Background: an optimization exercise with open tools, aiming at small area. Do not read the settings as production practice.
RTL that was checked went through simulation tests only; none was proved equivalent to the original.
No functional check of the RTL was part of runs 1, 2 and 5.
Power and IR drop assume default switching activity. The flow treats the clock pin as an ideal source, which a real chip does not have.

<file path="flow/constraint.sdc">
create_clock -name core_clock -period 10.0 [get_ports {clk}]
set_input_delay 2.0000 -clock core_clock [delete_from_list [all_inputs] [get_ports {clk}]]
set_output_delay 2.0000 -clock core_clock [all_outputs]
set_load 0.01 [all_outputs]
</file>
<file path="flow/design.v">
`timescale 1ns/1ps
module delay_increment_comparator #(
  parameter int DW_INTEGER  = 18,
  parameter int DW_FRACTION = 8,
  parameter int DW_DELAY    = 12,
  parameter int N_HALF      = 32
) (
  input  logic                                    clk,
  input  logic                                    rst,
  input  logic                                    configure,
  input  logic signed [DW_INTEGER+DW_FRACTION:0]  term_pos_n,
  input  logic signed [DW_INTEGER+DW_FRACTION:0]  term_neg_n,
  input  logic                                    term_ready,
  output logic                                    term_ack,
  output logic        [DW_DELAY-1:0]              delay_pos,
  output logic        [DW_DELAY-1:0]              delay_neg,
  output logic        [4:0]                       elem_idx,
  output logic        [15:0]                      point_idx,
  output logic                                    out_valid,
  input  logic                                    out_ready,
  output logic                                    overflow
);
  localparam int TW = DW_INTEGER + DW_FRACTION + 1;
  localparam int AW = TW + 2;
  localparam int EW = AW + DW_DELAY;    
  localparam int HW = AW - DW_FRACTION;
  localparam logic [1:0] S_IDLE = 2'd0, S_CAPTURE = 2'd1, S_UPDATE = 2'd2, S_OUTPUT = 2'd3;
  logic [1:0]          state_q;
  logic                term_ack_q;
  logic                out_valid_q;
  logic                overflow_q;
  logic                first_q;
  logic [4:0]          elem_q;
  logic [15:0]         point_q;
  logic [EW-1:0]       ring_pos [N_HALF];
  logic [EW-1:0]       ring_neg [N_HALF-1];
  logic                take;
  logic                is_center;
  logic [EW-1:0]       sum_pos, sum_neg;
  logic [EW-1:0]       nrm_pos, nrm_neg;
  logic                ovf_pos, ovf_neg;
  function automatic logic [EW-1:0] accum(input logic [EW-1:0] cur, input logic first,
                                          input logic [TW-1:0] term);
    logic [EW-1:0] h;
    logic [AW-1:0] t, s;
    logic          c;
    h = first ? '0 : cur;
    t = {{(AW-TW){term[TW-1]}}, term};
    c = 1'b0;
    for (int i = 0; i < AW; i++) begin
      s[i] = h[i] ^ t[i] ^ c;
      c    = (h[i] & t[i]) | (c & (h[i] ^ t[i]));
    end
    accum = {h[EW-1:AW], s};
  endfunction
  function automatic logic [EW:0] settle(input logic [EW-1:0] cur);
    logic [DW_DELAY-1:0]   cnt, cnt_nx;
    logic [HW:0]           hi, kn, t2n, d;
    logic [DW_DELAY+2:0]   t2;
    logic                  c, ge, ov;
    cnt = cur[EW-1:AW];
    hi  = {cur[AW-1], cur[AW-1:DW_FRACTION]};
    kn  = ~{{(HW-DW_DELAY-1){1'b0}}, cnt, 1'b1};
    c   = 1'b1;
    for (int i = 0; i <= HW; i++) begin
      d[i] = hi[i] ^ kn[i] ^ c;
      c    = (hi[i] & kn[i]) | (c & (hi[i] ^ kn[i]));
    end
    ge = ~d[HW];
    c = ge;
    for (int i = 0; i < DW_DELAY; i++) begin
      cnt_nx[i] = cnt[i] ^ c;
      c         = cnt[i] & c;
    end
    t2  = c ? ((DW_DELAY+3)'(1) << (DW_DELAY+1)) : {1'b0, cnt_nx, 2'b00};
    t2n = ~{{(HW-DW_DELAY-2){1'b0}}, t2};
    c   = 1'b1;
    for (int i = 0; i <= HW; i++)
      c = (hi[i] & t2n[i]) | (c & (hi[i] ^ t2n[i]));
    ov  = c ^ hi[HW] ^ t2n[HW];
    settle = {ge & ~ov, cnt_nx, ge ? d[HW-1:0] : hi[HW-1:0], cur[DW_FRACTION-1:0]};
  endfunction
  assign take      = (state_q == S_CAPTURE) && term_ready && !rst && !configure;
  assign is_center = (elem_q == 5'd0);
  always_comb begin
    sum_pos            = accum(ring_pos[0], first_q, term_pos_n);
    sum_neg            = accum(ring_neg[0], first_q, term_neg_n);
    {ovf_pos, nrm_pos} = settle(ring_pos[N_HALF-1]);
    {ovf_neg, nrm_neg} = settle(ring_neg[N_HALF-2]);
  end
  always_ff @(posedge clk) begin
    if (take) begin
      for (int i = 0; i < N_HALF - 2; i++) ring_pos[i] <= ring_pos[i+1];
      ring_pos[N_HALF-2] <= nrm_pos;
      ring_pos[N_HALF-1] <= sum_pos;
    end
  end
  always_ff @(posedge clk) begin
    if (take && !is_center) begin
      for (int i = 0; i < N_HALF - 3; i++) ring_neg[i] <= ring_neg[i+1];
      ring_neg[N_HALF-3] <= nrm_neg;
      ring_neg[N_HALF-2] <= sum_neg;
    end
  end
  always_ff @(posedge clk) begin
    if (rst || configure) begin
      first_q <= 1'b1;
    end else if (take && elem_q == 5'(N_HALF - 1)) begin
      first_q <= 1'b0;
    end
  end
  always_ff @(posedge clk) begin
    if (rst || configure) begin
      state_q     <= rst ? S_IDLE : S_CAPTURE;
      term_ack_q  <= 1'b0;
      out_valid_q <= 1'b0;
      overflow_q  <= 1'b0;
      elem_q      <= '0;
      point_q     <= '0;
    end else begin
      case (state_q)
        S_IDLE: begin
          term_ack_q <= 1'b0;
        end
        S_CAPTURE: begin
          if (term_ready) begin
            term_ack_q <= 1'b1;
            state_q    <= S_UPDATE;
          end
        end
        S_UPDATE: begin
          term_ack_q  <= 1'b0;
          out_valid_q <= 1'b1;
          overflow_q  <= overflow_q | ovf_pos | (~is_center & ovf_neg);
          state_q     <= S_OUTPUT;
        end
        default: begin
          if (out_ready) begin
            out_valid_q <= 1'b0;
            state_q     <= S_CAPTURE;
            if (elem_q == 5'(N_HALF - 1)) begin
              elem_q  <= '0;
              point_q <= point_q + 16'd1;
            end else begin
              elem_q  <= elem_q + 5'd1;
            end
          end
        end
      endcase
    end
  end
  assign term_ack  = term_ack_q;
  assign out_valid = out_valid_q;
  assign overflow  = overflow_q;
  assign delay_pos = nrm_pos[EW-1:AW];
  assign delay_neg = is_center ? nrm_pos[EW-1:AW] : nrm_neg[EW-1:AW];
  assign elem_idx  = elem_q;
  assign point_idx = point_q;
endmodule
</file>
<file path="flow/run.sh">
#!/bin/bash
# synth_recipe.tcl (not shown) runs the flow's synth.tcl, then flattens the netlist and writes it again
# the make line also repeats each setting of config.mk as NAME=value (left out here)
make -C /OpenROAD-flow-scripts/flow DESIGN_CONFIG=/design/flow/config.mk WORK_HOME=/design/flow/orfs CLKGATE_MAP_FILE= SYNTH_SCRIPT=/design/flow/synth_recipe.tcl finish
</file>
<file path="flow/config.mk">
export PLATFORM = sky130hd
export DESIGN_NAME = delay_increment_comparator
export DESIGN_NICKNAME = delay_increment_comparator
export VERILOG_FILES = /design/flow/design.v
export SDC_FILE = /design/flow/constraint.sdc
export NUM_CORES = 4
export LEC_CHECK = 0
export CAP_MARGIN = 20
export CORE_MARGIN = 2
export CORE_UTILIZATION = 70
export CTS_CLUSTER_DIAMETER = 80
export CTS_CLUSTER_SIZE = 30
export PLACE_DENSITY = 0.75
export SLEW_MARGIN = 20
</file>
==> notes.md, run 1 <==
First DRT Iteration DRCs: 3330
Vias: 29000
Worst clock skew: 0.0276 ns
Seq/Total Area, Yosys: 94.1%
First-pass GRT wire length: 167 mm
MaxCap Viol Count: 0
Status: failed layout checks
Max Freq: 83.7 MHz
Vias/cell: 5.74
1st-pass router iterations: 7
Worst-path clk slew: 0.10 ns
Pin count of the biggest net entering global routing: 222
Post-DRT Antenna Nets: 0
Clock Path Buffers: 3
Wire length per cell: 22.5 um
Vias in the first global route: 28200
CTS tree: built
Reg2reg start: ring_pos[0][0]
Most frequent CP cell: fa_2
Area Growth Syn to Fin: 8.83%
Most common cell after layout, fill and taps aside: edfxtp_1
CP Buf/Inv Count: 3
H-tree depth: 3
Cells on worst reg2reg path: 33
Setup TNS: -20.07 ns
Hold Path Cell Cnt: 0
Placed cell area: 0.0866 sq mm
Most frequent cells in the layout: edfxtp_1 (2585), clkbuf_16 (103), nor2b_1 (82)
Peak supply drop: 0.163 mV
GP Congestion: 0.809
Syn_area_per_cell: 26.0 sq um
LEAKAGE: 0.0281 uW
Global Route Usage Sum: 18.6%
Crit path DAT: 12.41 ns
Non-filler cells, final: 5047
Tcrit/Tclk final: 119%
Power per Cell Area: 189 mW/mm^2
Final Setup Violations: 27
Die footprint: 0.121 sq mm
Fin worst setup slack: -1.94 ns
Critical path's top delay family: adder cells
CTS Buf Count: 99
Die Ht: 348 um
Setup crit start kind: primary input
Max FO, Critical Path: 1
Cell Area, Synth: 0.0831 sq mm
Violated Checks: setup timing
Final Max Tran Viols: 0
CTS root buffer: clkbuf_16
Primary FF master, synth: edfxtp_1
Initial antenna violation count: 9
CP peak stage delay: 0.40 ns
Final hold viol count: 0
GR Overflow Total: 0
Worst-Margin Slew: 1.21 ns
Synthesized flop and latch total: 2610
Reg-to-reg slack, setup: -1.11 ns
Hold Buf Count CTS: 0
DRC: 0
Crit path max-delay cell type: fa_2
# IOs: 107
Slew Limit Headroom: 19.6%
Hold crit path type: reg -> reg
Syn nets: 3409
Clock Latency Late Sink: 0.72 ns
Post-Syn Instances: 3196
Final Cell Area: 0.0904 sq mm
# clock sinks: 2610
Std-Cell Rows: 126
R2r endpoint: ring_pos[31][28]
Cell count after placement: 4878
EDFF count, synth: 2585
Core area: 0.118 sq mm
Hold path startpoint: ring_pos[13][21]
Hold Path End: ring_pos[12][21]
DRT Wirelength: 114 mm
Initial Utilization: 70.4%
CP endpoint kind: flop
RSZ-0062 raised after global routing: true
Tmin final: 11.94 ns
Yosys warnings: 3
Share of cells above drive strength 1: 11.0%
Setup CP Type: in -> reg
Yosys cell types: 48
Port Buffers: 106
Final HPWL from detailed placement: 58.2 mm
Nets: 3672
Critical Path RT: 10.47 ns
Async SR Flop Fraction: 0%
Die X: 348 um
where the power goes:
part	switching [uW]	internal [uW]
combinational	122	61.2
sequential	36.2	12000
clock	2910	1990
total	3070	14000
per-stage QoR:
step / utilization [%] / total power (uW) / setup slack [ns] / hold WS [ns]
after floorplan: - / 12400 / -32.80 / 0.400
after global placement: 73.4 / 12400 / -3.97 / 0.400
after detailed placement: 73.4 / 12500 / -4.31 / 0.405
after CTS: 76.5 / 17300 / -2.11 / 0.411
after global routing: 76.6 / 17600 / -2.12 / 0.414
final: 76.6 / 17100 / -1.94 / 0.409
state kept, by name, summed over array words and instances (netlist names):
| signal | cells |
|---|---|
| elem_q | 5 |
| first_q | 1 |
| out_valid_q | 1 |
| overflow_q | 1 |
| point_q | 16 |
| ring_neg | 1271 |
| ring_pos | 1312 |
| state_q | 2 |
| term_ack_q | 1 |
worst max path at each step:
| stage | startpoint | end | slack, ns | cells after the start |
|---|---|---|---|---|
| after global routing | term_pos_n[0] | ring_pos[31][28] | -2.12 | 33 |
| final | term_pos_n[0] | ring_pos[31][28] | -1.94 | 33 |
| after floorplan | rst | ring_neg[0][0] | -32.80 | 3 |
| after global placement | term_pos_n[0] | ring_pos[31][28] | -3.97 | 33 |
| after detailed placement | term_pos_n[0] | ring_pos[31][28] | -4.31 | 33 |
| after CTS | term_neg_n[0] | ring_neg[30][28] | -2.11 | 33 |
timing repair:
action	4_1_cts	5_1_grt
buffers inserted	11	7
gates resized for setup	275	27
pin swaps	30	16
setup endpoints to repair	44	38
metal layers:
metal | wire length, um | vias to the layer above | global-route usage, %
met1 | 52700 | 15100 | 29.2
met5 | 13 | - | 0
met2 | 51400 | 723 | 27.3
met3 | 6790 | 172 | 4.05
li1 | - | 13000 | -
met4 | 2910 | 2 | 5.22
cells in the mapped netlist (all sizes together) (2+ instances only):
library cell / instances / area [sq um]
edfxtp: 2585 / 77600
nor2b: 83 / 519
fa: 78 / 1560
ha: 76 / 951
inv: 63 / 236
nor2: 63 / 236
a21oi: 45 / 225
dfxtp: 25 / 500
nand2b: 22 / 138
buf: 20 / 131
clkbuf: 19 / 71.3
nand2: 15 / 56.3
xor2: 15 / 131
mux2: 12 / 135
o21ai: 12 / 60.1
nand3: 11 / 55.1
xnor2: 6 / 52.6
and3: 5 / 31.3
nand4: 5 / 31.3
mux2i: 3 / 30.0
nor3: 3 / 15.0
nor4: 3 / 18.8
nor4b: 3 / 47.5
a2111oi: 2 / 17.5
a21o: 2 / 15.0
and4: 2 / 17.5
or4: 2 / 15.0
worst reg2reg max path, delay by kind of cell, from the launching register on:
family	cells	cell delay, ns
flip-flops	1	0.38
buffers and inverters	2	0.09
XOR/XNOR	2	0.30
adder cells (fa/ha/maj)	28	9.93
AND/OR/NAND/NOR	1	0.17
logic make-up (layout without fill, tap and decap cells):
family / after synthesis / in the layout / share of synthesized area, %
AOI/OAI and AO/OA: 73 / 73 / 0.503
xor gates and xnor gates: 21 / 21 / 0.221
adders and majority gates: 154 / 154 / 3.03
buffers and inverters: 102 / 416 / 0.529
DFF: 2610 / 2610 / 94.1
muxes: 15 / 15 / 0.199
other: 0 / 1 / 0
and+or+nand+nor: 221 / 221 / 1.46
layout make-up:
type	count	area (sq um)
Clock inverter	14	168
Fill cell	5804	27500
Clock buffer	138	2720
Inverter	63	239
Tap cell	1536	1920
Multi-Input combinational cell	484	5220
Timing Repair Buffer	201	1990
Antenna cell	1	2.50
Sequential cell	2610	78100
==> run 2: changes to the inputs <==
--- a/flow/design.v
+++ b/flow/design.v
@@ -39,46 +39,64 @@
   logic [EW-1:0]       sum_pos, sum_neg;
   logic [EW-1:0]       nrm_pos, nrm_neg;
   logic                ovf_pos, ovf_neg;
+  function automatic logic [AW:0] ripple(input logic [AW-1:0] a, input logic [AW-1:0] b,
+                                         input logic cin, input int w);
+    logic c;
+    ripple = '0;
+    c = cin;
+    for (int i = 0; i < w; i++) begin
+      ripple[i] = a[i] ^ b[i] ^ c;
+      c         = (a[i] & b[i]) | (c & (a[i] ^ b[i]));
+    end
+    ripple[w] = c;
+  endfunction
+  localparam int SPLIT = 17;
   function automatic logic [EW-1:0] accum(input logic [EW-1:0] cur, input logic first,
                                           input logic [TW-1:0] term);
-    logic [EW-1:0] h;
-    logic [AW-1:0] t, s;
-    logic          c;
-    h = first ? '0 : cur;
-    t = {{(AW-TW){term[TW-1]}}, term};
-    c = 1'b0;
-    for (int i = 0; i < AW; i++) begin
-      s[i] = h[i] ^ t[i] ^ c;
-      c    = (h[i] & t[i]) | (c & (h[i] ^ t[i]));
+    logic [EW-1:0]       h;
+    logic [AW-1:0]       t, s;
+    logic [AW:0]         lo, up;
+    logic                p;
+    h  = first ? '0 : cur;
+    t  = {{(AW-TW){term[TW-1]}}, term};
+    lo = ripple(h[AW-1:0], t, 1'b0, SPLIT);
+    up = ripple(AW'(h[AW-1:SPLIT]), AW'(t[AW-1:SPLIT]), 1'b0, AW - SPLIT);
+    s[SPLIT-1:0] = lo[SPLIT-1:0];
+    p = lo[SPLIT];
+    for (int i = SPLIT; i < AW; i++) begin
+      s[i] = up[i-SPLIT] ^ p;
+      p    = p & up[i-SPLIT];
     end
     accum = {h[EW-1:AW], s};
   endfunction
+  localparam int CW = DW_DELAY + 1;
   function automatic logic [EW:0] settle(input logic [EW-1:0] cur);
-    logic [DW_DELAY-1:0]   cnt, cnt_nx;
-    logic [HW:0]           hi, kn, t2n, d;
-    logic [DW_DELAY+2:0]   t2;
-    logic                  c, ge, ov;
-    cnt = cur[EW-1:AW];
-    hi  = {cur[AW-1], cur[AW-1:DW_FRACTION]};
-    kn  = ~{{(HW-DW_DELAY-1){1'b0}}, cnt, 1'b1};
-    c   = 1'b1;
-    for (int i = 0; i <= HW; i++) begin
-      d[i] = hi[i] ^ kn[i] ^ c;
-      c    = (hi[i] & kn[i]) | (c & (hi[i] ^ kn[i]));
+    logic [DW_DELAY-1:0]  cnt, cn, cnt_nx;
+    logic                 cwrap;
+    logic [HW-1:0]        hi, rem;
+    logic [AW:0]          d, o;
+    logic                 neg, big, ge, ov, b;
+    logic [DW_DELAY-1:0]  tq;
+    cnt   = cur[EW-1:AW];
+    hi    = cur[AW-1:DW_FRACTION];
+    neg   = hi[HW-1];
+    big   = |hi[HW-2:CW];
+    d     = ripple(AW'(hi[CW-1:1]), AW'(~cnt), hi[0], DW_DELAY);
+    ge    = ~neg & (big | d[DW_DELAY]);
+    b     = ~d[DW_DELAY];
+    rem   = '0;
+    rem[0] = ~hi[0];
+    rem[CW-1:1] = d[DW_DELAY-1:0];
+    for (int i = CW; i < HW; i++) begin
+      rem[i] = hi[i] ^ b;
+      b      = b & ~hi[i];
     end
-    ge = ~d[HW];
-    c = ge;
-    for (int i = 0; i < DW_DELAY; i++) begin
-      cnt_nx[i] = cnt[i] ^ c;
-      c         = cnt[i] & c;
-    end
-    t2  = c ? ((DW_DELAY+3)'(1) << (DW_DELAY+1)) : {1'b0, cnt_nx, 2'b00};
-    t2n = ~{{(HW-DW_DELAY-2){1'b0}}, t2};
-    c   = 1'b1;
-    for (int i = 0; i <= HW; i++)
-      c = (hi[i] & t2n[i]) | (c & (hi[i] ^ t2n[i]));
-    ov  = c ^ hi[HW] ^ t2n[HW];
-    settle = {ge & ~ov, cnt_nx, ge ? d[HW-1:0] : hi[HW-1:0], cur[DW_FRACTION-1:0]};
+    {cwrap, cn} = {1'b0, cnt} + 1'b1;
+    cnt_nx = ge ? cn : cnt;
+    tq    = {cn[DW_DELAY-1] | cwrap, cn[DW_DELAY-2:0]};
+    o     = ripple(AW'(hi[CW:2]), AW'(~tq), 1'b1, DW_DELAY);
+    ov    = ~neg & ((|hi[HW-2:CW+1]) | o[DW_DELAY]);
+    settle = {ge & ov, cnt_nx, ge ? rem : hi, cur[DW_FRACTION-1:0]};
   endfunction
   assign take      = (state_q == S_CAPTURE) && term_ready && !rst && !configure;
   assign is_center = (elem_q == 5'd0);
==> notes.md, run 2 <==
Power per Cell Area: 189 mW/mm^2
Initial Utilization: 70.7%
Yosys warnings: 3
CTS Buf Count: 98
Setup crit start kind: primary input
Max Freq: 96.8 MHz
# fillers: 5831
Most frequent cell after synthesis: edfxtp_1
Seq/Total Area, Yosys: 93.3%
Async SR Flop Fraction: 0%
Pin count of the biggest net entering global routing: 228
Setup CP Type: in -> reg
Final Cell Area: 0.0903 sq mm
XOR/XNOR Fraction of Synth Area: 0.668%
Slew Limit Headroom: 27.5%
Hold crit path type: reg -> reg
Violated Checks: setup timing
First DRT Iteration DRCs: 3391
Final hold viol count: 0
Adder-cell area share of the yosys netlist: 2.92%
CTS root buffer: clkbuf_16
RSZ-0062 raised after global routing: true
Worst-Margin Slew: 1.09 ns
Setup TNS: -0.330 ns
FF/Latch Area: 0.0781 sq mm
Final Setup Violations: 1
CP endpoint kind: flop
Max reg flops: 1312
Crit path max-delay cell type: fa_2
Biggest regs: ring_pos: 1312 flops, ring_neg: 1271 flops, point_q: 16 flops
H-tree depth: 3
Hold Buf Count CTS: 0
GR Overflow Total: 0
Compound-Gate Fraction of Synth Area: 0.562%
Port Buffers: 106
LEAKAGE: 0.0280 uW
Worst-path clk slew: 0.11 ns
Max FO, Critical Path: 1
Crit path DAT: 10.80 ns
DRT Wirelength: 124 mm
Yosys cell types: 50
Final HPWL from detailed placement: 58.7 mm
Syn nets: 3532
EDFF count, synth: 2585
# IOs: 107
Area Growth Syn to Fin: 7.87%
Global Route Usage Sum: 19.8%
Critical Path RT: 10.47 ns
Share of cells above drive strength 1: 7.07%
Core area: 0.118 sq mm
Tmin final: 10.33 ns
Top cells by area, synth: edfxtp_1 (93%), fa_1 (1.8%), ha_1 (1.1%)
Peak supply drop: 0.160 mV
Clock Path Buffers: 3
Syn_area_per_cell: 25.2 sq um
Most flop-heavy register: ring_pos
Largest family of logic cells by synthesized area: adder cells
Fin worst setup slack: -0.330 ns
Cell Area, Synth: 0.0838 sq mm
Most frequent cells after synthesis: edfxtp_1 (2585), inv_1 (100), nand2_1 (84)
Top-area cell type share of the netlist area: 92.7%
Status: failed layout checks
Vias/cell: 5.78
Most frequent cells in the layout: edfxtp_1 (2585), clkdlybuf4s50_1 (102), clkbuf_16 (101)
WHS: 0.401 ns
Std-Cell Rows: 126
Tcrit/Tclk final: 103%
Vias: 29900
# clock sinks: 2610
Vias in the first global route: 29400
Post-DRT Antenna Nets: 0
CTS tree: built
MaxCap Viol Count: 0
Nets: 3730
Final Max Tran Viols: 0
Placed cell area: 0.0870 sq mm
CP peak stage delay: 0.41 ns
Multi-input gate area in the final layout: 0.00562 sq mm
Die footprint: 0.122 sq mm
Most common cell after layout, fill and taps aside: edfxtp_1
GP Congestion: 0.837
Simple logic cell fraction of the synthesized area: 1.71%
Primary FF master, synth: edfxtp_1
Area leader, netlist: edfxtp_1
DRC: 0
Synthesized flop and latch total: 2610
Die Ht: 350 um
Wire length per cell: 24.1 um
Clock Latency Late Sink: 0.72 ns
Most frequent CP cell: fa_2
Post-Syn Instances: 3323
Die X: 350 um
Mux cell area share after synthesis: 0.161%
Initial antenna violation count: 3
1st-pass router iterations: 6
First-pass GRT wire length: 179 mm
Worst clock skew: 0.0364 ns
==> run 2: changes by cell type after synthesis, sizes merged, moves of 11 or more <==
cell	change
xnor2	+31
xor2	+11
o21ai	+33
nand2	+69
nor2	-26
inv	+37
a21oi	-28
nor2b	-19
==> run 2: worst paths after layout <==
path | startpoint | to | slack (ns) | depth (start not counted)
hold reg to reg | ring_pos[14][28] | ring_pos[13][28] | 0.40 | 0
setup reg to reg | first_q | ring_pos[31][28] | 0.41 | 34
setup / recovery | term_pos_n[0] | ring_pos[31][28] | -0.33 | 34
hold / removal | ring_pos[14][28] | ring_pos[13][28] | 0.40 | 0
==> run 2: cell type report <==
class	instances	area share [%]
well taps	1600	2.22
flip-flops and latches	2610	86.5
diodes	3	0.00831
multi-input cells	575	6.22
clock buffers	134	2.93
inverters	100	0.415
clock inverters	9	0.115
repair buffers	136	1.62
==> run 2: worst max-delay path, delay by kind of cell <==
kind,cells,cell delay (ns)
XOR/XNOR,3,0.48
adder cells (fa/ha/maj),28,8.10
buffers and inverters,3,0.19
==> run 2: cells by family (layout without fill, tap and decap cells) <==
logic type                 after synthesis  in the layout
other                                    0              3
DFF                                   2610           2610
AOI/OAI and AO/OA                       82             82
and+or+nand+nor                        268            268
adders and majority gates              150            150
buffers and inverters                  138            379
xor gates and xnor gates                63             63
muxes                                   12             12
==> run 2: layer usage <==
metal	share of wire [%]	vias up	GRT usage [%]
li1	-	13200	-
met1	44	15600	31.1
met2	48	923	30.7
met3	6.0	151	2.76
met4	2.1	0	4.48
met5	0	-	0
==> run 2: power breakdown <==
part | internal [uW] | switching (uW) | total (uW)
registers | 12000 | 40.3 | 12000
clock network | 1900 | 2960 | 4870
logic | 60.0 | 125 | 185
total | 14000 | 3130 | 17100
==> run 2: timing repair <==
| action | 4_1_cts | 5_1_grt |
|---|---|---|
| hold endpoints to repair | 0 | 0 |
| resized for setup | 84 | 36 |
| setup buffers | 0 | 1 |
| endpoints found under the setup margin | 15 | 25 |
| pin swaps | 28 | 7 |
==> run 2: through the flow <==
step	power (uW)	setup WS, ns	std cells	util, %
after global placement	12400	-1.54	5019	73.5
final	17100	-0.330	5167	76.3
after detailed placement	12500	-1.93	5019	73.5
after CTS	17200	-0.469	5162	76.1
after floorplan	12400	-32.80	3323	-
after global routing	17600	-0.467	5164	76.3
==> run 3: changes to the inputs <==
--- a/flow/design.v
+++ b/flow/design.v
@@ -62,9 +62,9 @@
     lo = ripple(h[AW-1:0], t, 1'b0, SPLIT);
     up = ripple(AW'(h[AW-1:SPLIT]), AW'(t[AW-1:SPLIT]), 1'b0, AW - SPLIT);
     s[SPLIT-1:0] = lo[SPLIT-1:0];
-    p = lo[SPLIT];
+    p = 1'b1;
     for (int i = SPLIT; i < AW; i++) begin
-      s[i] = up[i-SPLIT] ^ p;
+      s[i] = up[i-SPLIT] ^ (lo[SPLIT] & p);
       p    = p & up[i-SPLIT];
     end
     accum = {h[EW-1:AW], s};
==> notes.md, run 3 <==
Status: complete, no violations
Final Cell Area: 0.0898 sq mm
Biggest regs: ring_pos: 1312 flops, ring_neg: 1271 flops, point_q: 16 flops
Clock power share: 27.9%
CTS root buffer: clkbuf_16
Global Route Usage Sum: 18.4%
DRC: 0
Reg-to-reg slack, setup: 1.47 ns
Compound-Gate Fraction of Synth Area: 0.615%
Max reg flops: 1312
GR Overflow Total: 0
Pwr Total: 16900 uW
Reg2reg start: first_q
CTS Buf Count: 97
Setup crit start kind: flop
# clock sinks: 2610
Mux cell area share after synthesis: 0.199%
Worst-Margin Slew: 1.10 ns
Top cells by area, synth: edfxtp_1 (93%), fa_1 (1.8%), ha_1 (0.81%)
Cells on worst reg2reg path: 25
First-pass GRT wire length: 168 mm
Most frequent cells in the layout: edfxtp_1 (2585), clkdlybuf4s50_1 (104), clkbuf_16 (101)
Worst clock skew: 0.0177 ns
XOR/XNOR Fraction of Synth Area: 0.785%
Initial antenna violation count: 2
LEAKAGE: 0.0280 uW
Metal3 WL: 6.33 mm
Synthesized flop and latch total: 2610
CP endpoint kind: output port
Port Buffers: 106
Simple logic cell fraction of the synthesized area: 1.78%
Most frequent cell after synthesis: edfxtp_1
Top Metal Used: met4
Clock Latency Late Sink: 0.73 ns
Share of cells above drive strength 1: 5.81%
First DRT Iteration DRCs: 2907
Die footprint: 0.122 sq mm
Async SR Flop Fraction: 0%
Syn_area_per_cell: 25.2 sq um
Peak supply drop: 0.155 mV
Max Freq: 102 MHz
Cell Area, Synth: 0.0837 sq mm
Yosys cell types: 49
Post-DRT Antenna Nets: 0
Area Growth Syn to Fin: 7.41%
Hold crit path type: reg -> reg
Final HPWL from detailed placement: 60.1 mm
Placed cell area: 0.0869 sq mm
Final Setup Violations: 0
Most flop-heavy register: ring_pos
Adder-cell area share of the yosys netlist: 2.63%
Final Max Tran Viols: 0
Switching Share: 17.8%
CTS tree: built
Sequential share of power: 71.0%
1st-pass router iterations: 7
Setup CP Type: reg -> out
R2r endpoint: ring_neg[30][28]
Std-Cell Rows: 126
Setup WS pre-CTS: -0.292 ns
MaxCap Viol Count: 0
Post-Syn Instances: 3315
# IOs: 107
Most frequent cells after synthesis: edfxtp_1 (2585), inv_1 (77), fa_1 (76)
Die Ht: 350 um
GP Congestion: 0.822
Vias/cell: 5.78
Power per Cell Area: 189 mW/mm^2
Seq/Total Area, Yosys: 93.4%
Most common cell after layout, fill and taps aside: edfxtp_1
Yosys warnings: 3
Pin count of the biggest net entering global routing: 230
Primary FF master, synth: edfxtp_1
Core area: 0.118 sq mm
Nets: 3717
H-tree depth: 3
Final hold viol count: 0
Critical Path Sink: delay_neg[4]
Clock Path Buffers: 3
Die X: 350 um
Top-area cell type share of the netlist area: 92.8%
Vias: 29500
Max FO, Critical Path: 14
Worst-path clk slew: 0.11 ns
Crit path DAT: 7.79 ns
Fin worst setup slack: 0.209 ns
Wire length per cell: 22.1 um
Tcrit/Tclk final: 97.9%
Critical Path RT: 8.00 ns
EDFF count, synth: 2585
Initial Utilization: 70.7%
Logic pwr share: 1.1%
Met1 Wirelength: 52.2 mm
Worst setup path start: ring_neg[30][8]
P_int: 13900 uW
Met2 Wirelength: 51.8 mm
Syn nets: 3504
Largest family of logic cells by synthesized area: adder cells
Tmin final: 9.79 ns
Psw: 3020 uW
Slew Limit Headroom: 26.3%
Area leader, netlist: edfxtp_1
Vias in the first global route: 28600
DRT Wirelength: 113 mm
run 3: cell count changes after synthesis, sizes merged, moves of 5 or more:
cell / delta
xnor2: +6
and2: +8
o21ai: -14
a21oi: +20
nand2: -30
inv: -23
and3: +5
xor2: +6
ha: -20
nor2: +13
run 3: per-stage QoR:
| stage | utilization, % | setup TNS [ns] | std cells | hold WS (ns) |
|---|---|---|---|---|
| after floorplan | - | - | 3315 | 0.400 |
| after global placement | 73.5 | 0 | 4957 | 0.401 |
| after detailed placement | 73.5 | -2.76 | 4957 | 0.405 |
| after CTS | 75.8 | 0 | 5092 | 0.418 |
| after global routing | 76.0 | -0.0531 | 5100 | 0.418 |
| final | 76.0 | 0 | 5101 | 0.418 |
run 3: logic make-up after synthesis:
logic type               count (synthesis)
AND/OR/NAND/NOR                        275
adder cells (fa/ha/maj)                130
multiplexers                            15
buffers and inverters                  120
XOR/XNOR                                75
AO/OA/AOI/OAI                           90
flip-flops                            2610
run 3: layout make-up:
type	count	area, sq um
Clock buffer	126	2630
Fill cell	5903	28400
Antenna cell	1	2.50
Sequential cell	2610	78100
Inverter	77	289
Multi-Input combinational cell	585	5200
Timing Repair Buffer	157	1610
Clock inverter	9	58.8
Tap cell	1536	1920
run 3: timing repair:
item,in CTS,in global routing
hold buffers,0,0
gates cloned,0,0
setup buffers,0,6
gates resized for setup,3,20
pin swaps,1,5
endpoints found under the setup margin,4,18
run 3: critical path: stages, from the launching register on:
cell and delay, ns:
edfxtp_1 0.34, inv_1 0.07, fa_1 0.45, fa_1 0.43, fa_1 0.41, fa_1 0.42, fa_1 0.41, fa_1 0.40
fa_1 0.44, fa_1 0.43, fa_1 0.40, fa_1 0.42, fa_1 0.40, fa_2 0.40, a41oi_4 0.25, buf_12 0.17
nand4_1 0.17, xnor2_2 0.31, mux2_2 0.21, clkdlybuf4s50_1 0.53
run 3: worst min-delay path by stage:
stage / endpoint / start / cells after the start / slack (ns)
after floorplan: ring_neg[0][0] / ring_neg[1][0] / 0 / 0.40
after global placement: ring_pos[12][18] / ring_pos[13][18] / 0 / 0.40
after detailed placement: ring_neg[10][7] / ring_neg[11][7] / 0 / 0.40
after CTS: ring_neg[8][40] / ring_neg[9][40] / 0 / 0.42
after global routing: ring_neg[1][32] / ring_neg[2][32] / 0 / 0.42
final: ring_pos[23][16] / ring_pos[24][16] / 0 / 0.42
run 3: routing by layer:
metal / GRT usage (%) / vias up
met5: 0 / -
met4: 4.72 / 0
met3: 3.07 / 159
met2: 27.6 / 797
met1: 29.4 / 15300
li1: - / 13200
run 3: power by group through the flow:
stage               registers (uW)  clock network, uW  logic, uW
floorplan                    12300                  0       92.3
global placement             12300                  0        171
detailed placement           12300                  0        180
CTS                          12000               4910        181
global route                 12000               5190        200
finish                       12000               4730        183
==> run 4: changes to the inputs <==
==> flow/flow/run.sh (new file) <==
#!/bin/bash
# Own layout flow: the standard flow (standard.sh, unchanged synthesis) with
# smaller port buffers and a clock tree without dummy loads.
set -euo pipefail
cd "$(dirname "$0")/.."
CTS="-sink_clustering_enable -repair_clock_nets -sink_clustering_size ${CTS_SIZE:-30} -sink_clustering_max_diameter ${CTS_DIAM:-80} -dont_use_dummy_load"
bash standard.sh \
  "BUFFER_PORTS_ARGS=-buffer_cell sky130_fd_sc_hd__buf_1" \
  "CTS_ARGS=$CTS" \
  finish > standard.log 2>&1
==> flow/standard.sh (new file) <==
#!/bin/bash
# synth_recipe.tcl (not shown) runs the flow's synth.tcl, then flattens the netlist and writes it again
# the make line also repeats each setting of config.mk as NAME=value (left out here)
make -C /OpenROAD-flow-scripts/flow DESIGN_CONFIG=/design/flow/config.mk WORK_HOME=/design/flow/orfs CLKGATE_MAP_FILE= SYNTH_SCRIPT=/design/flow/synth_recipe.tcl "${@:-finish}"
removed: flow/run.sh
==> notes.md, run 4 <==
Non-filler cells, final: 5046
Layout Utilization: 75.0%
Setup crit start kind: flop
GR Overflow Total: 0
Most frequent cells in the layout: edfxtp_1 (2585), buf_1 (106), clkbuf_16 (99)
Final Setup Violations: 0
H-tree depth: 3
Power per Cell Area: 189 mW/mm^2
Critical Path RT: 8.00 ns
Final Max Tran Viols: 0
Crit path DAT: 7.79 ns
CTS tree: built
CTS Buf Count: 99
Cell count after placement: 4944
CP endpoint kind: output port
DRT Wirelength: 113 mm
Syn nets: 3504
Worst clock skew: 0.0438 ns
Wire length per cell: 22.3 um
Yosys cell types: 49
GR Layer Usage met3: 2.62%
Clock Path Buffers: 3
Top-area cell type share of the netlist area: 92.8%
Tcrit/Tclk final: 97.9%
# clock sinks: 2610
Post-Syn Instances: 3315
Hold Path Cell Cnt: 0
Worst-path clk slew: 0.10 ns
Async SR Flop Fraction: 0%
Pin count of the biggest net entering global routing: 227
Most common cell after layout, fill and taps aside: edfxtp_1
Final hold viol count: 0
Vias in the first global route: 28300
Area leader, netlist: edfxtp_1
Seq/Total Area, Yosys: 93.4%
Max Freq: 102 MHz
Std-Cell Rows: 126
Clock Latency Late Sink: 0.71 ns
Most frequent cells after synthesis: edfxtp_1 (2585), inv_1 (77), fa_1 (76)
Share of cells above drive strength 1: 4.65%
Multi-input gate area in the final layout: 0.00510 sq mm
Die X: 350 um
Cell Area, Synth: 0.0837 sq mm
Tmin final: 9.79 ns
EDFF count, synth: 2585
Primary FF master, synth: edfxtp_1
Global Route Usage Sum: 18.5%
Max FO, Critical Path: 17
Post-CTS Repair Setup Buffers: 0
Syn_area_per_cell: 25.2 sq um
# fillers: 6074
GP Congestion: 0.818
M2 GR Usage: 27.9%
Most flop-heavy register: ring_pos
Yosys warnings: 3
Worst-Margin Slew: 1.15 ns
Core area: 0.118 sq mm
Initial Utilization: 70.7%
Vias: 29200
FF/Latch Area: 0.0781 sq mm
Initial antenna violation count: 2
DRC: 0
Setup CP Type: reg -> out
Most frequent cell after synthesis: edfxtp_1
Hold crit path type: reg -> reg
Max reg flops: 1312
Post-DRT Antenna Nets: 0
Synthesized flop and latch total: 2610
Cells on worst reg2reg path: 25
First DRT Iteration DRCs: 3320
First-pass GRT wire length: 168 mm
Peak supply drop: 0.185 mV
LEAKAGE: 0.0274 uW
Final HPWL from detailed placement: 60.7 mm
Nets: 3700
1st-pass router iterations: 5
Vias/cell: 5.78
Slew Limit Headroom: 23.5%
Die footprint: 0.122 sq mm
# IOs: 107
Biggest regs: ring_pos: 1312 flops, ring_neg: 1271 flops, point_q: 16 flops
GRT Max-Usage Layer: met1
Hold Buf Count CTS: 0
Die Ht: 350 um
Status: complete, no violations
Top cells by area, synth: edfxtp_1 (93%), fa_1 (1.8%), ha_1 (0.81%)
Met1 track demand over resource: 29.7%
Area Growth Syn to Fin: 6.03%
Port Buffers: 106
MaxCap Viol Count: 0
CTS root buffer: clkbuf_16
run 4: cell types whose count changed in the layout (fill, tap and decap cells not counted), sizes merged:
cell and delta:
clkdlybuf4s50 -104, clkinv -6, buf +87, clkbuf -27
dlymetal6s2s -2, inv -3
run 4: power by group:
| group | internal, uW | switching, uW | leakage, uW |
|---|---|---|---|
| Sequential | 12000 | 36.5 | 0.0235 |
| Combinational | 37.7 | 123 | 0.00263 |
| Clock | 1780 | 2790 | 0.00122 |
| Total | 13800 | 2950 | 0.0274 |
run 4: cell type report:
type / count / area share [%]
Antenna cell: 1 / 0.00282
Clock buffer: 99 / 2.79
Inverter: 77 / 0.326
Multi-Input combinational cell: 585 / 5.75
Sequential cell: 2610 / 88.1
Tap cell: 1536 / 2.17
Timing Repair Buffer: 138 / 0.882
run 4: kinds of logic (layout without fill, tap and decap cells):
kind of cell	count (synthesis)	in the layout	share of synthesized area [%]
other	0	1	0
XOR/XNOR	75	75	0.785
buffers and inverters	120	314	0.601
adder cells (fa/ha/maj)	130	130	2.63
AND/OR/NAND/NOR	275	275	1.78
AO/OA/AOI/OAI	90	90	0.615
flip-flops	2610	2610	93.4
multiplexers	15	15	0.199
run 4: what timing repair did:
item	in CTS	in global routing
resized for setup	2	3
setup endpoints to repair	2	6
pin swaps	0	1
run 4: critical path: stages, from the launching register on:
cell	delay (ns)
edfxtp_1	0.50
fa_1	0.44
fa_1	0.41
fa_1	0.43
fa_1	0.43
fa_1	0.41
fa_1	0.43
fa_1	0.42
fa_1	0.41
fa_1	0.41
fa_1	0.40
fa_1	0.41
fa_1	0.47
a41oi_4	0.54
nand4_1	0.19
xnor2_1	0.40
mux2_2	0.24
buf_1	0.15
run 4: worst paths after layout:
check / from / endpoint / slack, ns
worst min-delay path: ring_pos[9][33] / ring_pos[8][33] / 0.40
worst max-delay path: ring_neg[30][29] / delay_neg[4] / 0.21
worst min register to register: ring_pos[9][33] / ring_pos[8][33] / 0.40
worst max register to register: first_q / ring_neg[30][26] / 1.46
run 4: through the flow:
| stage | setup WS (ns) | setup TNS, ns | hold WS, ns | instance area [sq um] | power [uW] |
|---|---|---|---|---|---|
| finish | 0.209 | 0 | 0.403 | 88700 | 16800 |
| global route | -0.0100 | -0.0100 | 0.405 | 88700 | 17300 |
| CTS | 0.0388 | 0 | 0.403 | 88600 | 17000 |
| detailed placement | -0.0303 | -0.0510 | 0.405 | 86100 | 12400 |
| global placement | 0.286 | 0 | 0.400 | 86100 | 12400 |
| floorplan | -32.79 | - | 0.400 | 83700 | 12400 |
run 4: routing by layer:
layer,wire length (um),share of wire [%],up-vias
met5,0,0,-
met4,2280,2.0,0
met3,6100,5.4,138
met2,52100,46,773
met1,52300,46,15100
li1,-,-,13100
==> run 5: changes to the inputs <==
--- a/flow/design.v
+++ b/flow/design.v
@@ -71,32 +71,32 @@
   endfunction
   localparam int CW = DW_DELAY + 1;
   function automatic logic [EW:0] settle(input logic [EW-1:0] cur);
-    logic [DW_DELAY-1:0]  cnt, cn, cnt_nx;
-    logic                 cwrap;
+    logic [DW_DELAY-1:0]  cnt, cnt_nx;
     logic [HW-1:0]        hi, rem;
     logic [AW:0]          d, o;
     logic                 neg, big, ge, ov, b;
-    logic [DW_DELAY-1:0]  tq;
     cnt   = cur[EW-1:AW];
     hi    = cur[AW-1:DW_FRACTION];
     neg   = hi[HW-1];
     big   = |hi[HW-2:CW];
     d     = ripple(AW'(hi[CW-1:1]), AW'(~cnt), hi[0], DW_DELAY);
     ge    = ~neg & (big | d[DW_DELAY]);
-    b     = ~d[DW_DELAY];
-    rem   = '0;
-    rem[0] = ~hi[0];
-    rem[CW-1:1] = d[DW_DELAY-1:0];
+    rem    = hi;
+    rem[0] = hi[0] ^ ge;
+    if (ge) rem[CW-1:1] = d[DW_DELAY-1:0];
+    b     = 1'b1;
     for (int i = CW; i < HW; i++) begin
-      rem[i] = hi[i] ^ b;
+      rem[i] = hi[i] ^ (ge & ~d[DW_DELAY] & b);
       b      = b & ~hi[i];
     end
-    {cwrap, cn} = {1'b0, cnt} + 1'b1;
-    cnt_nx = ge ? cn : cnt;
-    tq    = {cn[DW_DELAY-1] | cwrap, cn[DW_DELAY-2:0]};
-    o     = ripple(AW'(hi[CW:2]), AW'(~tq), 1'b1, DW_DELAY);
-    ov    = ~neg & ((|hi[HW-2:CW+1]) | o[DW_DELAY]);
-    settle = {ge & ov, cnt_nx, ge ? rem : hi, cur[DW_FRACTION-1:0]};
+    b = 1'b1;
+    for (int i = 0; i < DW_DELAY; i++) begin
+      cnt_nx[i] = cnt[i] ^ (ge & b);
+      b         = b & cnt[i];
+    end
+    o     = ripple(AW'(hi[CW:2]), AW'(~cnt), 1'b0, DW_DELAY);
+    ov    = ~neg & ((&cnt) ? big : ((|hi[HW-2:CW+1]) | o[DW_DELAY]));
+    settle = {ge & ov, cnt_nx, rem, cur[DW_FRACTION-1:0]};
   endfunction
   assign take      = (state_q == S_CAPTURE) && term_ready && !rst && !configure;
   assign is_center = (elem_q == 5'd0);
==> notes.md, run 5 <==
Worst setup path start: ring_pos[31][29]
Hold path startpoint: ring_neg[12][1]
Cell Area, Synth: 0.0834 sq mm
EDFF count, synth: 2585
Most common cell after layout, fill and taps aside: edfxtp_1
Die footprint: 0.122 sq mm
Top-area cell type share of the netlist area: 93.1%
Max Freq: 104 MHz
Compound-Gate Fraction of Synth Area: 0.509%
Initial antenna violation count: 9
DRC: 0
First DRT Iteration DRCs: 3188
Async SR Flop Fraction: 0%
Simple logic cell fraction of the synthesized area: 1.84%
Hold Buf Count CTS: 0
GR Overflow Total: 0
Post-Syn Instances: 3276
Tcrit/Tclk final: 96.3%
Setup crit start kind: flop
Max FO, Critical Path: 33
Vias in the first global route: 28400
Global Route Usage Sum: 18.5%
RSZ-0062 raised after global routing: false
Post-CTS Repair Setup Buffers: 0
Cell count after placement: 4909
Vias/cell: 5.79
XOR/XNOR Fraction of Synth Area: 0.692%
Seq/Total Area, Yosys: 93.7%
1st-pass router iterations: 6
Core area: 0.118 sq mm
Most frequent cells in the layout: edfxtp_1 (2585), buf_1 (106), clkbuf_16 (98)
Post-DRT Antenna Nets: 0
LEAKAGE: 0.0273 uW
Pin count of the biggest net entering global routing: 215
Yosys warnings: 3
Std-Cell Rows: 126
Synthesized flop and latch total: 2610
Crit path DAT: 7.63 ns
First-pass GRT wire length: 168 mm
Adder-cell area share of the yosys netlist: 2.45%
Top cells by area, synth: edfxtp_1 (93%), fa_1 (1.8%), ha_1 (0.63%)
Tmin final: 9.63 ns
Power per Cell Area: 190 mW/mm^2
Clock Path Buffers: 3
Syn nets: 3453
Mux cell area share after synthesis: 0.203%
Most frequent cell after synthesis: edfxtp_1
Port Buffers: 106
Worst-Margin Slew: 1.22 ns
DRT Wirelength: 113 mm
Yosys cell types: 56
Hold Path Cell Cnt: 0
GRT Max-Usage Layer: met1
Area leader, netlist: edfxtp_1
Final hold viol count: 0
Reg-to-reg slack, setup: 1.52 ns
Post-cts resize count: 0
Worst clock skew: 0.0556 ns
Multi-input gate area in the final layout: 0.00478 sq mm
FF/Latch Area: 0.0781 sq mm
Reg2reg start: first_q
Hold crit path type: reg -> reg
Largest family of logic cells by synthesized area: adder cells
M2 GR Usage: 27.6%
Peak supply drop: 0.150 mV
GP Congestion: 0.827
Syn_area_per_cell: 25.5 sq um
GR Layer Usage met3: 4.18%
Met1 track demand over resource: 28.7%
Hold Path End: ring_neg[11][1]
# clock sinks: 2610
WHS: 0.388 ns
CTS Buf Count: 98
Fin worst setup slack: 0.370 ns
Most frequent cells after synthesis: edfxtp_1 (2585), inv_1 (87), fa_1 (76)
Max reg flops: 1312
Setup WS pre-CTS: 0.0897 ns
Die Ht: 349 um
Wire length per cell: 22.6 um
Die X: 349 um
# fillers: 5986
Slew Limit Headroom: 18.3%
Vias: 29000
Non-filler cells, final: 5009
H-tree depth: 3
Cells on worst reg2reg path: 25
Worst-path clk slew: 0.10 ns
Biggest regs: ring_pos: 1312 flops, ring_neg: 1271 flops, point_q: 16 flops
CTS root buffer: clkbuf_16
Share of cells above drive strength 1: 4.64%
Final Setup Violations: 0
MaxCap Viol Count: 0
Most flop-heavy register: ring_pos
Final HPWL from detailed placement: 61.1 mm
Nets: 3651
CTS tree: built
Setup TNS: 0 ns
Clock Latency Late Sink: 0.71 ns
Setup CP Type: reg -> out
Status: complete, no violations
CP endpoint kind: output port
# IOs: 107
Area Growth Syn to Fin: 5.97%
Final Max Tran Viols: 0
R2r endpoint: ring_neg[30][28]
Critical Path RT: 8.00 ns
Primary FF master, synth: edfxtp_1
Initial Utilization: 70.6%
## run 5: changes by cell type after synthesis, moves of 5 or more
cell     delta
a21oi_1    -21
ha_1       -12
inv_1      +10
nand4_1     -5
nor2_1      -9
nor3_1     +10
o21ai_0     -5
xnor2_1     -5
xor2_1      -6
## run 5: metal layers
| layer | part of all wire (%) | routed length (um) |
|---|---|---|
| met1 | 45 | 50700 |
| met2 | 46 | 51700 |
| met3 | 7.3 | 8300 |
| met4 | 2.0 | 2240 |
| met5 | 0.019 | 22 |
## run 5: worst max-delay path, stage by stage, from the launching register on
cell,delay (ns)
edfxtp_1,0.55
inv_1,0.13
fa_1,0.17
inv_1,0.05
fa_1,0.41
fa_1,0.41
fa_1,0.41
fa_1,0.41
fa_1,0.40
fa_1,0.42
fa_1,0.40
fa_1,0.39
fa_1,0.40
fa_1,0.38
inv_1,0.08
fa_1,0.21
nor3_1,0.09
a31o_2,0.45
clkinvlp_4,0.26
ha_1,0.18
xor2_1,0.35
mux2_2,0.23
buf_1,0.16
## run 5: through the flow
stage               total power [uW]  instance area [sq um]  utilization (%)
floorplan                      12400                  83400                -
global placement               12400                  85900             72.7
detailed placement             12400                  85900             72.7
CTS                            16900                  88300             74.8
global route                   17300                  88400             74.9
finish                         16800                  88400             74.9
## run 5: report_power, final
part	switching (uW)	internal [uW]	total [uW]
clock network	2810	1770	4570
registers	36.1	12000	12000
logic	120	36.5	157
total	2960	13800	16800
## run 5: logic make-up after synthesis
logic type | after synthesis
adder cells (fa/ha/maj) | 118
XOR/XNOR | 65
buffers and inverters | 125
multiplexers | 15
flip-flops | 2610
AO/OA/AOI/OAI | 68
AND/OR/NAND/NOR | 275
## run 5: worst max-delay path by stage
stage	cells past startpoint	slack, ns	endpoint
final	22	0.37	delay_neg[1]
after CTS	22	0.22	delay_neg[1]
after global placement	25	0.35	ring_pos[31][26]
after floorplan	3	-32.84	ring_neg[0][0]
after detailed placement	25	0.09	ring_pos[31][26]
after global routing	22	0.01	delay_neg[1]
## run 5: layout make-up
class / count / area share (%)
sequential: 2610 / 88.4
multi-input combinational: 541 / 5.41
clock buffer: 98 / 2.77
tap: 1536 / 2.17
timing repair buffer: 135 / 0.869
inverter: 88 / 0.378
antenna: 1 / 0.00283
==> run 6: changes to the inputs <==
--- a/flow/design.v
+++ b/flow/design.v
@@ -24,8 +24,7 @@
   localparam int AW = TW + 2;
   localparam int EW = AW + DW_DELAY;    
   localparam int HW = AW - DW_FRACTION;
-  localparam logic [1:0] S_IDLE = 2'd0, S_CAPTURE = 2'd1, S_UPDATE = 2'd2, S_OUTPUT = 2'd3;
-  logic [1:0]          state_q;
+  logic                wait_q;
   logic                term_ack_q;
   logic                out_valid_q;
   logic                overflow_q;
@@ -98,25 +97,25 @@
     ov    = ~neg & ((&cnt) ? big : ((|hi[HW-2:CW+1]) | o[DW_DELAY]));
     settle = {ge & ov, cnt_nx, rem, cur[DW_FRACTION-1:0]};
   endfunction
-  assign take      = (state_q == S_CAPTURE) && term_ready && !rst && !configure;
+  assign take      = wait_q && term_ready && !rst && !configure;
   assign is_center = (elem_q == 5'd0);
   always_comb begin
-    sum_pos            = accum(ring_pos[0], first_q, term_pos_n);
-    sum_neg            = accum(ring_neg[0], first_q, term_neg_n);
+    sum_pos            = accum(~ring_pos[0], first_q, term_pos_n);
+    sum_neg            = accum(~ring_neg[0], first_q, term_neg_n);
     {ovf_pos, nrm_pos} = settle(ring_pos[N_HALF-1]);
     {ovf_neg, nrm_neg} = settle(ring_neg[N_HALF-2]);
   end
   always_ff @(posedge clk) begin
     if (take) begin
       for (int i = 0; i < N_HALF - 2; i++) ring_pos[i] <= ring_pos[i+1];
-      ring_pos[N_HALF-2] <= nrm_pos;
+      ring_pos[N_HALF-2] <= ~nrm_pos;
       ring_pos[N_HALF-1] <= sum_pos;
     end
   end
   always_ff @(posedge clk) begin
     if (take && !is_center) begin
       for (int i = 0; i < N_HALF - 3; i++) ring_neg[i] <= ring_neg[i+1];
-      ring_neg[N_HALF-3] <= nrm_neg;
+      ring_neg[N_HALF-3] <= ~nrm_neg;
       ring_neg[N_HALF-2] <= sum_neg;
     end
   end
@@ -129,42 +128,32 @@
   end
   always_ff @(posedge clk) begin
     if (rst || configure) begin
-      state_q     <= rst ? S_IDLE : S_CAPTURE;
+      wait_q      <= ~rst;
       term_ack_q  <= 1'b0;
       out_valid_q <= 1'b0;
       overflow_q  <= 1'b0;
       elem_q      <= '0;
       point_q     <= '0;
     end else begin
-      case (state_q)
-        S_IDLE: begin
-          term_ack_q <= 1'b0;
+      if (wait_q && term_ready) begin
+        wait_q     <= 1'b0;
+        term_ack_q <= 1'b1;
+      end
+      if (term_ack_q) begin
+        term_ack_q  <= 1'b0;
+        out_valid_q <= 1'b1;
+        overflow_q  <= overflow_q | ovf_pos | (~is_center & ovf_neg);
+      end
+      if (out_valid_q && out_ready) begin
+        out_valid_q <= 1'b0;
+        wait_q      <= 1'b1;
+        if (elem_q == 5'(N_HALF - 1)) begin
+          elem_q  <= '0;
+          point_q <= point_q + 16'd1;
+        end else begin
+          elem_q  <= elem_q + 5'd1;
         end
-        S_CAPTURE: begin
-          if (term_ready) begin
-            term_ack_q <= 1'b1;
-            state_q    <= S_UPDATE;
-          end
-        end
-        S_UPDATE: begin
-          term_ack_q  <= 1'b0;
-          out_valid_q <= 1'b1;
-          overflow_q  <= overflow_q | ovf_pos | (~is_center & ovf_neg);
-          state_q     <= S_OUTPUT;
-        end
-        default: begin
-          if (out_ready) begin
-            out_valid_q <= 1'b0;
-            state_q     <= S_CAPTURE;
-            if (elem_q == 5'(N_HALF - 1)) begin
-              elem_q  <= '0;
-              point_q <= point_q + 16'd1;
-            end else begin
-              elem_q  <= elem_q + 5'd1;
-            end
-          end
-        end
-      endcase
+      end
     end
   end
   assign term_ack  = term_ack_q;
==> flow/flow/run.sh (replaced) <==
#!/bin/bash
# Own layout flow: the standard flow (standard.sh, unchanged synthesis) with
# smaller port buffers and a clock tree without dummy loads.
set -euo pipefail
cd "$(dirname "$0")/.."
CTS="-sink_clustering_enable -repair_clock_nets -sink_clustering_size 18 -sink_clustering_max_diameter 60 -buf_list sky130_fd_sc_hd__clkbuf_8 -dont_use_dummy_load"
bash standard.sh \
  "BUFFER_PORTS_ARGS=-buffer_cell sky130_fd_sc_hd__buf_1" \
  "CTS_ARGS=$CTS" \
  finish > standard.log 2>&1
==> notes.md, run 6 <==
Worst-path cell chain: fa_1 -> fa_1 -> fa_1 -> fa_1 -> fa_1 -> fa_1 -> fa_1 -> fa_1 -> fa_1 -> fa_1 -> fa_1 -> fa_1 -> nor4_4 -> a31oi_4 -> ha_1 -> xnor2_2 -> mux2i_1 -> buf_1
Max FO, Critical Path: 13
EDFF count, synth: 2584
Nets: 3668
CTS Buf Count: 165
CTS tree: built
Syn nets: 3396
CTS root buffer: clkbuf_8
1st-pass router iterations: 6
Most frequent cell after synthesis: edfxtp_1
Std-Cell Rows: 126
Tcrit/Tclk final: 97.2%
Area leader, netlist: edfxtp_1
Most frequent cells after synthesis: edfxtp_1 (2584), nor2_1 (99), inv_1 (89)
Post-DRT Antenna Nets: 0
Clock Latency Late Sink: 0.84 ns
Post-Syn Instances: 3225
Peak supply drop: 0.157 mV
Fin worst setup slack: 0.282 ns
Vias in the first global route: 28200
Max reg flops: 1312
First-pass GRT wire length: 162 mm
GP Congestion: 0.829
Layout Utilization: 74.6%
Vias: 28900
Synthesized flop and latch total: 2609
Tmin final: 9.72 ns
FF/Latch Area: 0.0781 sq mm
Initial Utilization: 70.5%
Share of cells above drive strength 1: 6.72%
Port Buffers: 106
Crit path DAT: 7.72 ns
Top cells by area, synth: edfxtp_1 (93%), fa_1 (1.8%), dfxtp_1 (0.60%)
GR Overflow Total: 0
Wire length per cell: 21.6 um
Setup crit start kind: flop
Most flop-heavy register: ring_pos
Setup WS pre-CTS: -0.0729 ns
# clock sinks: 2609
LEAKAGE: 0.0271 uW
Die X: 348 um
Slew Limit Headroom: 27.1%
Initial antenna violation count: 13
Most frequent cells in the layout: edfxtp_1 (2584), clkbuf_8 (165), buf_1 (106)
CP peak stage delay: 0.50 ns
H-tree depth: 4
Final Cell Area: 0.0879 sq mm
First DRT Iteration DRCs: 3304
Clock Path Buffers: 3
Worst clock skew: 0.0820 ns
MaxCap Viol Count: 0
Max Freq: 103 MHz
# IOs: 107
Yosys warnings: 3
Setup TNS: 0 ns
DRT Wirelength: 109 mm
Worst-Margin Slew: 1.09 ns
Cell Area, Synth: 0.0830 sq mm
Placed cell area: 0.0855 sq mm
Die Ht: 348 um
Status: complete, no violations
Final HPWL from detailed placement: 60.8 mm
Yosys cell types: 50
Final Max Tran Viols: 0
Async SR Flop Fraction: 0%
Pin count of the biggest net entering global routing: 207
Crit path max-delay cell type: fa_1
Worst-path clk slew: 0.11 ns
Most frequent CP cell: fa_1
DRC: 0
# fillers: 5914
RSZ-0062 raised after global routing: false
Most common cell after layout, fill and taps aside: edfxtp_1
Power per Cell Area: 186 mW/mm^2
Top-area cell type share of the netlist area: 93.5%
Die footprint: 0.121 sq mm
Final Setup Violations: 0
Multi-input gate area in the final layout: 0.00449 sq mm
Vias/cell: 5.74
Hold crit path type: reg -> reg
Critical Path RT: 8.00 ns
CP endpoint kind: output port
Area Growth Syn to Fin: 5.87%
Setup CP Type: reg -> out
Global Route Usage Sum: 17.9%
Biggest regs: ring_pos: 1312 flops, ring_neg: 1271 flops, point_q: 16 flops
Core area: 0.118 sq mm
Primary FF master, synth: edfxtp_1
Seq/Total Area, Yosys: 94.1%
Syn_area_per_cell: 25.7 sq um
Final hold viol count: 0
-- run 6: metrics by stage --
stage	power, uW	hold slack [ns]	instances
6_report	16400	0.346	5032
2_1_floorplan	12300	0.400	3225
5_1_grt	16900	0.344	5032
3_5_place_dp	12300	0.405	4861
4_1_cts	16600	0.345	5027
3_3_place_gp	12300	0.401	4861
-- run 6: path summary, 6_finish.rpt --
kind	slack, ns	cells past startpoint	from	end
worst max-delay path	0.28	18	ring_neg[30][8]	delay_neg[1]
worst max register to register	1.46	25	first_q	ring_neg[30][28]
worst min register to register	0.35	0	ring_neg[7][2]	ring_neg[6][2]
worst min-delay path	0.35	0	ring_neg[7][2]	ring_neg[6][2]
-- run 6: layout make-up --
| class | count | area share (%) |
|---|---|---|
| Timing Repair Buffer | 138 | 0.877 |
| Tap cell | 1536 | 2.19 |
| Clock buffer | 165 | 2.58 |
| Inverter | 89 | 0.384 |
| Multi-Input combinational cell | 494 | 5.10 |
| Sequential cell | 2609 | 88.9 |
| Antenna cell | 1 | 0.00285 |
-- run 6: worst max-delay path, delay by kind of cell (launching register included) --
kind,cells,cell delay (ns)
multiplexers,1,0.11
XOR/XNOR,1,0.26
AO/OA/AOI/OAI,1,0.27
flip-flops,1,0.45
AND/OR/NAND/NOR,1,0.29
buffers and inverters,1,0.14
adder cells (fa/ha/maj),13,5.34
-- run 6: logic make-up after synthesis --
logic type	share of synthesized area (%)
adder cells (fa/ha/maj)	2.38
multiplexers	0.434
AND/OR/NAND/NOR	1.43
XOR/XNOR	0.707
AO/OA/AOI/OAI	0.357
buffers and inverters	0.630
flip-flops	94.1
-- run 6: layer usage --
metal / up-vias / routed length [um] / part of all wire [%] / GRT usage (%)
met1: 14800 / 51200 / 47 / 29.4
met3: 201 / 7500 / 6.9 / 3.77
met2: 832 / 47500 / 44 / 25.0
met5: - / 0 / 0 / 0
met4: 0 / 2450 / 2.3 / 5.28
li1: 13000 / - / - / -
-- run 6: where the power goes --
group / switching (uW) / leakage, uW / internal [uW]
Combinational: 81.1 / 0.00239 / 23.2
Clock: 2810 / 0.00119 / 1490
Sequential: 23.0 / 0.0236 / 11900
-- run 6: repair_timing --
item | in CTS | in global routing
endpoints found under the setup margin | 12 | 12
hold buffers | 0 | 0
buffers inserted | 0 | 3
endpoints found under the hold margin | 0 | 0
pin swaps | 1 | 3
gates resized for setup | 3 | 1
gates cloned | 1 | 0
==> run 7: changes to the inputs <==
==> flow/flow/run.sh (replaced) <==
#!/bin/bash
# Own layout flow: the standard flow (standard.sh, unchanged synthesis) with
# smaller port buffers and a clock tree without dummy loads.
set -euo pipefail
cd "$(dirname "$0")/.."
CTS="-sink_clustering_enable -repair_clock_nets -sink_clustering_size ${CTS_SIZE:-30} -sink_clustering_max_diameter ${CTS_DIAM:-80} -dont_use_dummy_load"
bash standard.sh \
  "BUFFER_PORTS_ARGS=-buffer_cell sky130_fd_sc_hd__buf_1" \
  "CTS_ARGS=$CTS" \
  finish > standard.log 2>&1
==> notes.md, run 7 <==
Final HPWL from detailed placement: 60.8 mm
Vias/cell: 5.81
R2r endpoint: ring_neg[30][28]
Vias in the first global route: 28200
Vias: 28800
Core area: 0.118 sq mm
Async SR Flop Fraction: 0%
Area Growth Syn to Fin: 6.08%
Critical Path RT: 8.00 ns
DRT Wirelength: 114 mm
Final Setup Violations: 0
Syn nets: 3396
Max Freq: 102 MHz
# IOs: 107
Layout Utilization: 74.8%
Post-DRT Antenna Nets: 0
Clock Latency Late Sink: 0.70 ns
EDFF count, synth: 2584
Pin count of the biggest net entering global routing: 207
Top-area cell type share of the netlist area: 93.5%
Area leader, netlist: edfxtp_1
Std-Cell Rows: 126
Initial antenna violation count: 10
CTS root buffer: clkbuf_16
Worst-path clk slew: 0.11 ns
CP endpoint kind: output port
DRC: 0
Met2 Wirelength: 51.6 mm
GP Congestion: 0.829
# clock sinks: 2609
Cells on worst reg2reg path: 25
Most frequent cells after synthesis: edfxtp_1 (2584), nor2_1 (99), inv_1 (89)
Final Max Tran Viols: 0
Non-filler cells, final: 4963
Tcrit/Tclk final: 97.7%
H-tree depth: 3
Metal3 WL: 8.41 mm
Power per Cell Area: 189 mW/mm^2
Peak supply drop: 0.144 mV
Psw: 2930 uW
Wire length per cell: 22.9 um
Crit path DAT: 7.77 ns
Hold Path End: ring_neg[7][2]
MaxCap Viol Count: 0
Hold Buf Count CTS: 0
Top Metal Used: met4
Primary FF master, synth: edfxtp_1
Worst-Margin Slew: 1.12 ns
GR Overflow Total: 0
CP peak stage delay: 0.48 ns
Reg-to-reg slack, setup: 1.31 ns
Crit path max-delay cell type: edfxtp_1
Most frequent cell after synthesis: edfxtp_1
Final hold viol count: 0
Most frequent CP cell: fa_1
LEAKAGE: 0.0271 uW
Most flop-heavy register: ring_pos
CTS tree: built
Pwr Total: 16700 uW
Switching Share: 17.6%
Hold path startpoint: ring_neg[8][2]
Cell count after placement: 4861
Port Buffers: 106
Top cells by area, synth: edfxtp_1 (93%), fa_1 (1.8%), dfxtp_1 (0.60%)
Post-CTS Repair Setup Buffers: 0
Most frequent cells in the layout: edfxtp_1 (2584), buf_1 (106), clkbuf_16 (99)
Nets: 3599
Status: complete, no violations
Biggest regs: ring_pos: 1312 flops, ring_neg: 1271 flops, point_q: 16 flops
Sequential share of power: 71.7%
Hold Path Cell Cnt: 0
Max reg flops: 1312
Seq/Total Area, Yosys: 94.1%
# fillers: 5993
Clock power share: 27.6%
RSZ-0062 raised after global routing: false
P_int: 13700 uW
Global Route Usage Sum: 18.7%
Critical path's top delay family: adder cells
First-pass GRT wire length: 169 mm
1st-pass router iterations: 7
Synthesized flop and latch total: 2609
Share of cells above drive strength 1: 4.85%
Setup crit start kind: flop
Setup CP Type: reg -> out
Cell Area, Synth: 0.0830 sq mm
Slew Limit Headroom: 25.3%
Reg2reg start: first_q
Yosys warnings: 3
Logic pwr share: 0.6%
Initial Utilization: 70.5%
Worst clock skew: 0.0877 ns
Die footprint: 0.121 sq mm
CTS Buf Count: 99
Clock Path Buffers: 3
Die Ht: 348 um
Yosys cell types: 50
Post-Syn Instances: 3225
CP Buf/Inv Count: 2
Met1 Wirelength: 51.1 mm
Die X: 348 um
Syn_area_per_cell: 25.7 sq um
First DRT Iteration DRCs: 3237
Tmin final: 9.77 ns
Most common cell after layout, fill and taps aside: edfxtp_1
Worst-path cell chain: inv_1 -> fa_1 -> fa_1 -> fa_1 -> fa_1 -> fa_1 -> fa_1 -> fa_1 -> fa_1 -> fa_1 -> fa_1 -> fa_1 -> fa_1 -> nor4_4 -> a31oi_4 -> ha_1 -> xnor2_2 -> mux2i_1 -> buf_1
Hold crit path type: reg -> reg
Max FO, Critical Path: 13
## run 7: worst max path at each step
stage,slack [ns],cells after the start,end,start
2_1_floorplan,-12.28,3,ring_pos[0][0],configure
3_3_place_gp,0.19,25,ring_neg[30][28],term_neg_n[0]
3_5_place_dp,-0.07,25,ring_neg[30][28],term_neg_n[0]
4_1_cts,0.09,19,delay_neg[1],ring_neg[30][29]
5_1_grt,0.009,19,delay_neg[1],ring_neg[30][29]
6_report,0.23,19,delay_neg[1],ring_neg[30][29]
## run 7: logic make-up (layout without fill, tap and decap cells)
group | Yosys count | after routing | share of synthesized area, %
multiplexers | 36 | 36 | 0.434
adder cells (fa/ha/maj) | 112 | 112 | 2.38
AND/OR/NAND/NOR | 233 | 233 | 1.43
XOR/XNOR | 67 | 67 | 0.707
other | 0 | 1 | 0
AO/OA/AOI/OAI | 45 | 46 | 0.357
buffers and inverters | 123 | 323 | 0.630
flip-flops | 2609 | 2609 | 94.1
## run 7: layout make-up
type	count	area (sq um)	share of cell area [%]
Clock buffer	99	2480	2.81
Sequential cell	2609	78100	88.7
Multi-Input combinational cell	494	4480	5.09
Timing Repair Buffer	135	748	0.850
Antenna cell	1	2.50	0.00284
Tap cell	1536	1920	2.18
Inverter	89	338	0.384
## run 7: what timing repair did
item                       CTS  global route
cloned                       1             0
setup endpoints to repair   10             2
pin swaps                    1             2
resized for setup            3             1
hold endpoints to repair     0             0
## run 7: power by group through the flow
| stage | logic [uW] | registers, uW | clock network [uW] |
|---|---|---|---|
| after floorplan | 54.8 | 12300 | 0 |
| after global placement | 101 | 12200 | 0 |
| after detailed placement | 107 | 12200 | 0 |
| after CTS | 108 | 12000 | 4780 |
| after global routing | 117 | 12000 | 5060 |
| final | 106 | 12000 | 4610 |
## run 7: stage by stage
step / setup TNS, ns / instance area (sq um) / setup slack [ns] / hold WS (ns)
final: 0 / 88100 / 0.232 / 0.371
after CTS: 0 / 88000 / 0.0910 / 0.379
after global routing: 0 / 88100 / 0.00931 / 0.387
after floorplan: - / 83000 / -12.28 / 0.400
after detailed placement: -0.0889 / 85500 / -0.0729 / 0.405
after global placement: 0 / 85500 / 0.192 / 0.401
## run 7: layer usage
metal,track usage [%],vias up
met4,4.74,0
met2,27.5,843
met5,0,-
li1,-,12900
met1,29.5,15000
met3,4.31,150
## run 7: worst reg2reg max path: cells and delay by family (launching register included)
family,cells,cell delay (ns)
and+or+nand+nor,5,0.90
buffers and inverters,2,0.12
xor gates and xnor gates,1,0.14
DFF,1,0.55
adders and majority gates,17,6.77

-- what the ideal ports hide --
The results above use ideal ports. As a check the final layouts listed here were re-extracted and re-timed, cells and wires unchanged.
Step 1 assumes that a clkbuf_16 drives the clock port and a buf_2 every other input.
Step 2 adds t to the input delays and takes it off the output delays; t is the mean of the earliest and latest rising clock arrival at the registers after step 1. Input paths then give back, and output paths get back, about the clock's delay inside the block.
a / b / c = no drivers / after step 1 / after step 2; a / b = the first two.
run | t, ns | setup WS [ns] | hold WS [ns] | worst setup path after step 2 | clock arrival spread, ns
run 1 | 0.777 | -1.944 / -1.902 / -2.679 | 0.409 / 0.409 / 0.409 | input to register | 0.032 / 0.032
run 2 | 0.777 | -0.330 / -0.298 / -1.075 | 0.401 / 0.401 / 0.401 | input to register | 0.051 / 0.050
run 3 | 0.794 | 0.209 / 0.129 / -0.281 | 0.418 / 0.418 / 0.418 | input to register | 0.027 / 0.028
run 4 | 0.766 | 0.209 / 0.132 / -0.069 | 0.403 / 0.403 / 0.403 | input to register | 0.049 / 0.049
run 5 | 0.758 | 0.370 / 0.297 / 0.089 | 0.388 / 0.388 / 0.388 | input to register | 0.056 / 0.056
run 6 | 0.883 | 0.282 / 0.208 / 0.064 | 0.346 / 0.346 / 0.346 | input to register | 0.105 / 0.105
run 7 | 0.748 | 0.232 / 0.153 / -0.099 | 0.371 / 0.371 / 0.371 | input to register | 0.106 / 0.105
Met with ideal ports but missed after step 2: setup timing in run 3, run 4 and run 7. For run 2, which loses most, drivers alone change the setup slack by +0.032 ns; drivers and shift together by -0.745 ns.
